What follows belongs to an exercise in optimizing a design on an open flow for small area, a short achievable clock period and few clock cycles per item; a production flow would make more cautious choices. Only simulation tests tie the RTL to the original design; equivalence was not proved. Power and IR drop assume default switching activity.

Setup of trial 88:
Design rect_overlap_query_table, start of the top module:
module rect_overlap_query_table #(
	parameter int MAX_RECTS  = roqt_pkg::MAX_RECTS_DEF,
	parameter int COORD_BITS = roqt_pkg::COORD_BITS_DEF
) (
	input  logic               clk,
	input  logic               arst_n,
	input  logic               req_valid,
	output logic               req_ready,
	input  logic [1:0]         req_type,
	input  logic [4:0]         req_entry_id,
	input  logic signed [15:0] req_pos_x,
	input  logic signed [15:0] req_pos_y,
	input  logic [14:0]        req_width,
	input  logic [14:0]        req_height,
	input  logic               req_active,
	output logic               resp_valid,
	input  logic               resp_ready,
	output logic [1:0]         resp_kind,
	output logic [4:0]         resp_result_id,
	output logic               resp_hit_valid,
	output logic [1:0]         resp_status,
	output logic               resp_last
);
	localparam int N = 32;
	logic [N-1:0][15:0] e_x, e_y;    
	logic [N-1:0][16:0] e_r, e_t;    
	logic [N-1:0]       e_act;       
	logic [N-1:0] used_q;            
	logic [5:0]   count_q;
	logic         a_vld;
	logic [1:0]   a_type;
	logic [4:0]   a_id;
	logic [N-1:0] a_sel;
	logic [15:0]  a_x, a_y;
	logic [16:0]  a_r, a_t;
	logic         a_act;
	logic accept;
	assign accept = req_valid && req_ready;
	function automatic logic [16:0] add16(input logic [15:0] a, input logic [15:0] b);
		logic [15:0] g, p, gg, pp, c;
		g  = a & b;
		p  = a ^ b;
		gg = g;
		pp = p;
		for (int w = 1; w < 16; w = w * 2) begin
			for (int i = 15; i >= w; i--) begin
				gg[i] = gg[i] | (pp[i] & gg[i - w]);
				pp[i] = pp[i] & pp[i - w];
			end
		end
		c = {gg[14:0], 1'b0};
		add16 = {gg[15], p ^ c};
  ...
For scale: ~12000 cells after synthesis, ~2800 flip-flops, roughly 87 I/O pins.
Settings: LEC_CHECK=0, CAP_MARGIN=20, CELL_PAD_IN_SITES_DETAIL_PLACEMENT=1, CELL_PAD_IN_SITES_GLOBAL_PLACEMENT=1, CORE_MARGIN=2, CORE_UTILIZATION=30, CTS_CLUSTER_DIAMETER=70, CTS_CLUSTER_SIZE=30, PLACE_DENSITY=0.6, SETUP_SLACK_MARGIN=5.0, SLEW_MARGIN=20; clock period 8.5 ns.
run.sh (not shown) runs the stock make flow with config.mk's settings and CLKGATE_MAP_FILE= SYNTH_SCRIPT=/design/flow/synth_recipe.tcl, a recipe that flattens the netlist after the stock synthesis.
Testbench counts of trial 88, summed over its fixed seeds: cycles 7,107, items 4,800.
Here is what was changed in the inputs of trial 1 compared with trial 88.
--- a/flow/design.v
+++ b/flow/design.v
@@ -132,62 +132,56 @@
 			s_r = s_r | ({17{a_sel[i]}} & e_r[i]);
 			s_t = s_t | ({17{a_sel[i]}} & e_t[i]);
 		end
 	end
 	logic         b_vld;
 	logic [1:0]   b_kind, b_stat;
 	logic [4:0]   b_id;
 	logic [4:0]   b_q;
 	logic         b_qok;
-	logic [15:0]  b_x, b_y, b_nx, b_ny;    
-	logic [16:0]  b_r, b_t, b_nr, b_nt;
+	logic [15:0]  b_x, b_y;
+	logic [16:0]  b_r, b_t;
 	always_ff @(posedge clk or negedge arst_n) begin
 		if (!arst_n) b_vld <= 1'b0;
 		else         b_vld <= a_vld;
 	end
 	always_ff @(posedge clk) begin
 		b_kind <= a_type;
 		b_stat <= a_stat;
 		b_id   <= a_rid;
 		b_q    <= a_id;
 		b_qok  <= a_qry && a_idok;
 		b_x    <= s_x;
 		b_y    <= s_y;
 		b_r    <= s_r;
 		b_t    <= s_t;
-		b_nx   <= ~s_x;
-		b_ny   <= ~s_y;
-		b_nr   <= ~s_r;
-		b_nt   <= ~s_t;
 	end
-	function automatic logic le17(input logic [16:0] a, input logic [16:0] an,
-			input logic [16:0] b, input logic [16:0] bn);
+	function automatic logic le17(input logic [16:0] a, input logic [16:0] b);
 		logic [31:0] g, l;
 		g = '0;
 		l = '0;
-		g[16:0] = a & bn;
-		l[16:0] = an & b;
+		g[16:0] = a & ~b;
+		l[16:0] = ~a & b;
 		for (int w = 1; w < 32; w = w * 2) begin
 			for (int i = 0; i < 32; i = i + 2 * w) begin
 				g[i] = g[i + w] | (~l[i + w] & g[i]);
 				l[i] = l[i + w] | (~g[i + w] & l[i]);
 			end
 		end
 		le17 = ~g[0];
 	endfunction
 	logic [N-1:0] b_c0, b_c1, b_c2, b_c3;
 	always_comb begin
 		for (int i = 0; i < N; i++) begin
-			b_c0[i] = used_q[i] && e_act[i] && (b_q != 5'(i)) &&
-				le17({1'b0, b_x}, {1'b1, b_nx}, e_r[i], ~e_r[i]);
-			b_c1[i] = le17({1'b0, e_x[i]}, {1'b1, ~e_x[i]}, b_r, b_nr);
-			b_c2[i] = le17({1'b0, b_y}, {1'b1, b_ny}, e_t[i], ~e_t[i]);
-			b_c3[i] = le17({1'b0, e_y[i]}, {1'b1, ~e_y[i]}, b_t, b_nt);
+			b_c0[i] = used_q[i] && e_act[i] && (b_q != 5'(i)) && le17({1'b0, b_x}, e_r[i]);
+			b_c1[i] = le17({1'b0, e_x[i]}, b_r);
+			b_c2[i] = le17({1'b0, b_y}, e_t[i]);
+			b_c3[i] = le17({1'b0, e_y[i]}, b_t);
 		end
 	end
 	logic         c_vld;
 	logic [1:0]   c_kind, c_stat;
 	logic [4:0]   c_id;
 	logic         c_qok;
 	logic [N-1:0] c_c0, c_c1, c_c2, c_c3, c_hit;
 	always_ff @(posedge clk or negedge arst_n) begin
 		if (!arst_n) c_vld <= 1'b0;
==> run summary <==
Measured against each other, trial 1 and trial 88 differ in power of the combinational group, the lower figure coming from trial 1. Summary: with trial 88 as the reference, total power in trial 1 moved down slightly. Total length of routed met2 wires for trial 1: 16% down relative to trial 88. Against trial 88, synthesized cell area in trial 1 fell by a few percent. Looking at trial 1 and trial 88, the sequential share of layout area is a wash. The higher peak ir drop on the vdd network of trial 1 and trial 88 is in trial 1. Summary of the comparison: adder-cell area share of the yosys netlist is higher in trial 1, relative to trial 88. Critical path data arrival time on trial 1 is down relative to trial 88. From trial 88 to trial 1 the numbers moved as follows: setup slack went up 140 ps; share of synthesized registers carrying an async set or reset roughly the same; area of all placed cells without fillers lower; average size of a mapped cell higher.
Testbench counts of trial 1, summed over its fixed seeds: cycles 7,107, items 4,800.

==> re-timing with driven ports <==
Ports are ideal in the flow. The routed layouts listed here were re-timed in OpenROAD.
Step 1: set_driving_cell puts a clkbuf_16 on clk and a buf_2 on each other input, an assumption about the parent block.
Step 2 moves the port delays by t, midway between the first and last clock arrival at a register: inputs arrive t later, outputs are due t later. That takes back most of the time a late clock gives input paths.
a / b / c = no drivers / after step 1 / after step 2; a / b = the first two.
| run | shift t [ns] | setup WS [ns] | latest minus earliest clock arrival (ns) | worst data-port slew with drivers (ns) |
|---|---|---|---|---|
| trial 88 | 1.104 | 4.797 / 4.797 / 4.072 | 0.078 / 0.078 | 0.13 |
| trial 1 | 1.118 | 4.935 / 4.935 / 4.048 | 0.096 / 0.096 | 0.11 |
After both steps every run listed still meets setup and hold. The setup slack of trial 1, which loses most, moves by 0.000 ns with the drivers and by -0.887 ns with both steps.
